Source: an optimization exercise on an open RTL-to-GDS flow (aim: small area). Production flows keep margins and buffers that such runs may drop. In this exercise RTL edits were held to simulation tests only and were not proved equivalent to the original. Power figures rest on the tool's default switching activity, not on a simulated workload.

// breakout_top
module breakout_top (
    input  logic                                clk,
    input  logic                                reset,
    input  logic                                pause,
    input  logic                                video_on,
    input  logic [breakout_pkg::coord_w-1:0]    x,
    input  logic [breakout_pkg::coord_w-1:0]    y,
    input  logic [breakout_pkg::coord_w-1:0]    board_x,
    input  logic [breakout_pkg::coord_w-1:0]    board_y,
    input  logic [breakout_pkg::num_bricks-1:0][breakout_pkg::coord_w-1:0] brick_x,
    input  logic [breakout_pkg::num_bricks-1:0][breakout_pkg::coord_w-1:0] brick_y,
    output logic [breakout_pkg::rgb_w-1:0]      rgb,
    output logic                                collision,
    output logic [breakout_pkg::digit_w-1:0]    thous,
    output logic [breakout_pkg::digit_w-1:0]    huns,
    output logic [breakout_pkg::digit_w-1:0]    tens,
    output logic [breakout_pkg::digit_w-1:0]    ones
);
clock: 10.0 ns
lec_check: 0
cap_margin: 0
core_margin: 2
core_utilization: 40
cts_buf_list: sky130_fd_sc_hd__clkbuf_8
gpl_timing_driven: 0
slew_margin: 0
standard.sh (not shown) runs the stock make flow with config.mk's settings and CLKGATE_MAP_FILE= SYNTH_SCRIPT=/design/flow/synth_recipe.tcl, a recipe that flattens the netlist after the stock synthesis.
==> flow/flow/run.sh <==
#!/bin/bash
# Layout flow: the standard flow, with two changes.
#  1. Synthesis is the standard one (same script, same passes, same registers),
#     but ABC maps the logic for area (flow/abc_area.script) instead of the
#     speed script, and it also maps the adders (no separate half/full adder
#     cell step).
#  2. Port buffers are the smallest buffer, sky130_fd_sc_hd__buf_1.
# Each step's full output goes to a log file in this folder.
set -euo pipefail
W=$PWD

# a copy of ORFS's scripts whose ABC script is the area one
rm -rf "$W/scripts_area"
cp -r "$FLOW_HOME/scripts" "$W/scripts_area"
cp "$W/flow/abc_area.script" "$W/scripts_area/abc_speed.script"

bash standard.sh "SCRIPTS_DIR=$W/scripts_area" "ADDER_MAP_FILE=" synth > "$W/run_synth.log" 2>&1
bash standard.sh "BUFFER_PORTS_ARGS=-buffer_cell sky130_fd_sc_hd__buf_1" finish > "$W/run_finish.log" 2>&1
==> flow/flow/abc_area.script <==
strash
ifraig
scorr
dc2
&get -n
&deepsyn -T 60
&put
strash
&get -n
&dch -f
&nf -a -R 1000
&put
strash
&get -n
&dc2
&dch -f
&nf -a -R 1000
&put
topo
The first run ran to the end with no violations.
Rerun with:
==> flow/flow/abc_area.script (replaced) <==
strash
ifraig
scorr
dc2
drw
drf
dc2
drw
drf
dc2
strash
&get -n
&dch -f
&nf -a -R 1000
&put
strash
&get -n
&dc2
&dch -f
&nf -a -R 1000
&put
topo
What happened: The new run passed the timing, design-rule and antenna checks. Worst hold slack gets better by 3.9 ps. First-iteration DRC count goes down by 16%. Synthesized area goes up by 2.2%. Design area goes up by 2.0%. Setup slack gets worse by 14 ps. Sequential cell count does not change.
Rerun with:
CAP_MARGIN = 20   (was 0)
SLEW_MARGIN = 20   (was 0)
- The changed run completed with no timing, DRC or antenna violations
- utilization goes up by 0.18 points
- sequential share of layout area is about the same
- cell area goes up slightly
- clock skew goes up by 11 ps
- wire length goes up slightly
- global-route usage goes up by 0.40 points
- power barely changes
Rerun with:
--- a/flow/flow/run.sh
+++ b/flow/flow/run.sh
@@ -5,4 +5,6 @@
 #     speed script, and it also maps the adders (no separate half/full adder
-#     cell step).
-#  2. Port buffers are the smallest buffer, sky130_fd_sc_hd__buf_1.
+#     cell step), and the buffers it puts between output ports that carry
+#     the same signal are the smallest buffer.
+#  2. Port buffers are the smallest buffer, sky130_fd_sc_hd__buf_1, and the
+#     floorplan step removes the buffers synthesis inserted.
 # Each step's full output goes to a log file in this folder.
@@ -16,3 +18,4 @@
 
-bash standard.sh "SCRIPTS_DIR=$W/scripts_area" "ADDER_MAP_FILE=" synth > "$W/run_synth.log" 2>&1
-bash standard.sh "BUFFER_PORTS_ARGS=-buffer_cell sky130_fd_sc_hd__buf_1" finish > "$W/run_finish.log" 2>&1
+bash standard.sh "SCRIPTS_DIR=$W/scripts_area" "ADDER_MAP_FILE=" \
+    "MIN_BUF_CELL_AND_PORTS=sky130_fd_sc_hd__buf_1 A X" synth > "$W/run_synth.log" 2>&1
+bash standard.sh "BUFFER_PORTS_ARGS=-buffer_cell sky130_fd_sc_hd__buf_1" "REMOVE_ABC_BUFFERS=1" finish > "$W/run_finish.log" 2>&1
==> flow/flow/abc_area.script (replaced) <==
strash
ifraig
scorr
dc2
&get -n
&deepsyn -T 60
&put
strash
&get -n
&dch -f
&nf -a -R 1000
&put
strash
&get -n
&dc2
&dch -f
&nf -a -R 1000
&put
topo
CAP_MARGIN = 0   (was 20)
SLEW_MARGIN = 0   (was 20)
Result: Clock skew shrinks by 10 ps. Final area went down by 3.3%. Worst setup slack gets better by 91 ps. Wire length shrinks by 0.93%. Power is lower by 6.2%. Sequential power hardly moves. Count of clock-buffer cells in the layout stays the same.

========
Setup of the reference run:
Another version of the RTL of breakout_top (not shown whole).
Size in the first run: about 890 cells after synthesis, ~44 flip-flops, roughly 190 I/O pins, roughly 6400 um^2 of cells after synthesis.
Settings: LEC_CHECK=0, CAP_MARGIN=20, CORE_MARGIN=2, CORE_UTILIZATION=40, CTS_BUF_LIST=sky130_fd_sc_hd__clkbuf_8, GPL_TIMING_DRIVEN=0, SLEW_MARGIN=20; clock period 10.0 ns.
==> flow/flow/run.sh <==
#!/bin/bash
# Layout flow: the standard flow, with two changes.
#  1. Synthesis is the standard one (same script, same passes, same registers),
#     but ABC maps the logic for area (flow/abc_area.script) instead of the
#     speed script, and it also maps the adders (no separate half/full adder
#     cell step).
#  2. Port buffers are the smallest buffer, sky130_fd_sc_hd__buf_1.
# Each step's full output goes to a log file in this folder.
set -euo pipefail
W=$PWD

# a copy of ORFS's scripts whose ABC script is the area one
rm -rf "$W/scripts_area"
cp -r "$FLOW_HOME/scripts" "$W/scripts_area"
cp "$W/flow/abc_area.script" "$W/scripts_area/abc_speed.script"

bash standard.sh "SCRIPTS_DIR=$W/scripts_area" "ADDER_MAP_FILE=" synth > "$W/run_synth.log" 2>&1
bash standard.sh "BUFFER_PORTS_ARGS=-buffer_cell sky130_fd_sc_hd__buf_1" finish > "$W/run_finish.log" 2>&1
==> flow/flow/abc_area.script <==
strash
ifraig
scorr
dc2
drw
drf
dc2
drw
drf
dc2
strash
&get -n
&dch -f
&nf -a -R 1000
&put
strash
dc2
drw
drf
dc2
&get -n
&dch -f
&nf -a -R 1000
&put
topo
### the reference run -> the trial run
==> flow/flow/run.sh <==
#!/bin/bash
# Layout flow: the standard flow, with two changes.
#  1. Synthesis is the standard one (same script, same passes, same registers),
#     but ABC maps the logic for area (flow/abc_area.script) instead of the
#     speed script.
#  2. Port buffers are the smallest buffer, sky130_fd_sc_hd__buf_1.
# Each step's full output goes to a log file in this folder.
set -euo pipefail
W=$PWD

# a copy of ORFS's scripts whose ABC script is the area one
rm -rf "$W/scripts_area"
cp -r "$FLOW_HOME/scripts" "$W/scripts_area"
cp "$W/flow/abc_area.script" "$W/scripts_area/abc_speed.script"

bash standard.sh "SCRIPTS_DIR=$W/scripts_area" synth > "$W/run_synth.log" 2>&1
bash standard.sh "BUFFER_PORTS_ARGS=-buffer_cell sky130_fd_sc_hd__buf_1" finish > "$W/run_finish.log" 2>&1
==> flow/flow/abc_area.script <==
strash
ifraig
scorr
dc2
drw
drf
dc2
strash
&get -n
&dch -f
&nf -a -R 1000
&put
topo
--- outcome ---
- The trial run: all stages complete, timing, DRC and antenna checks passed
- Compared with the reference run, in the trial run minimum clock period after layout lost 24 ps, global-route wire length before repair now larger, number of DRC markers in iteration 0 shrank by 41.
- Going from the reference run to the trial run, horizontal extent of the die grows by 1.1%.
- Total power: the trial run below the reference run
- The routed wire length of the trial run was superior to that of the reference run.
- Part of the total power dissipated in the clock network was lower in the trial run than in the reference run.
- Compared the trial run vs the reference run, and area after synthesis is up in the trial run.
- Comparing the reference run with the trial run, the clock-cell share of area came out essentially unchanged.

[port drivers added, routing unchanged]
In the flow no input, the clock included, has a driving cell. The finished layouts below were timed again as built, in two steps.
Step 1: set_driving_cell puts a clkbuf_16 on clk and a buf_2 on each other input, an assumption about the parent block.
Step 2 adds t to the input delays and takes it off the output delays; t is the mean of the earliest and latest rising clock arrival at the registers after step 1. Input paths then give back, and output paths get back, about the clock's delay inside the block.
Three values: ideal ports, drivers, drivers and shift; two values: the first two.
run	t (ns)	setup WS [ns]	worst setup path after step 2
the first run of note 1	0.347	0.520 / 0.500 / 0.500	input to output
the second run of note 1	0.350	0.506 / 0.480 / 0.480	input to output
the third run of note 1	0.349	0.392 / 0.373 / 0.373	input to output
the fourth run of note 1	0.344	0.483 / 0.461 / 0.461	input to output
the reference run	0.355	0.471 / 0.451 / 0.451	input to output
the trial run	0.351	0.495 / 0.469 / 0.469	input to output
After both steps every run listed still meets setup and hold.
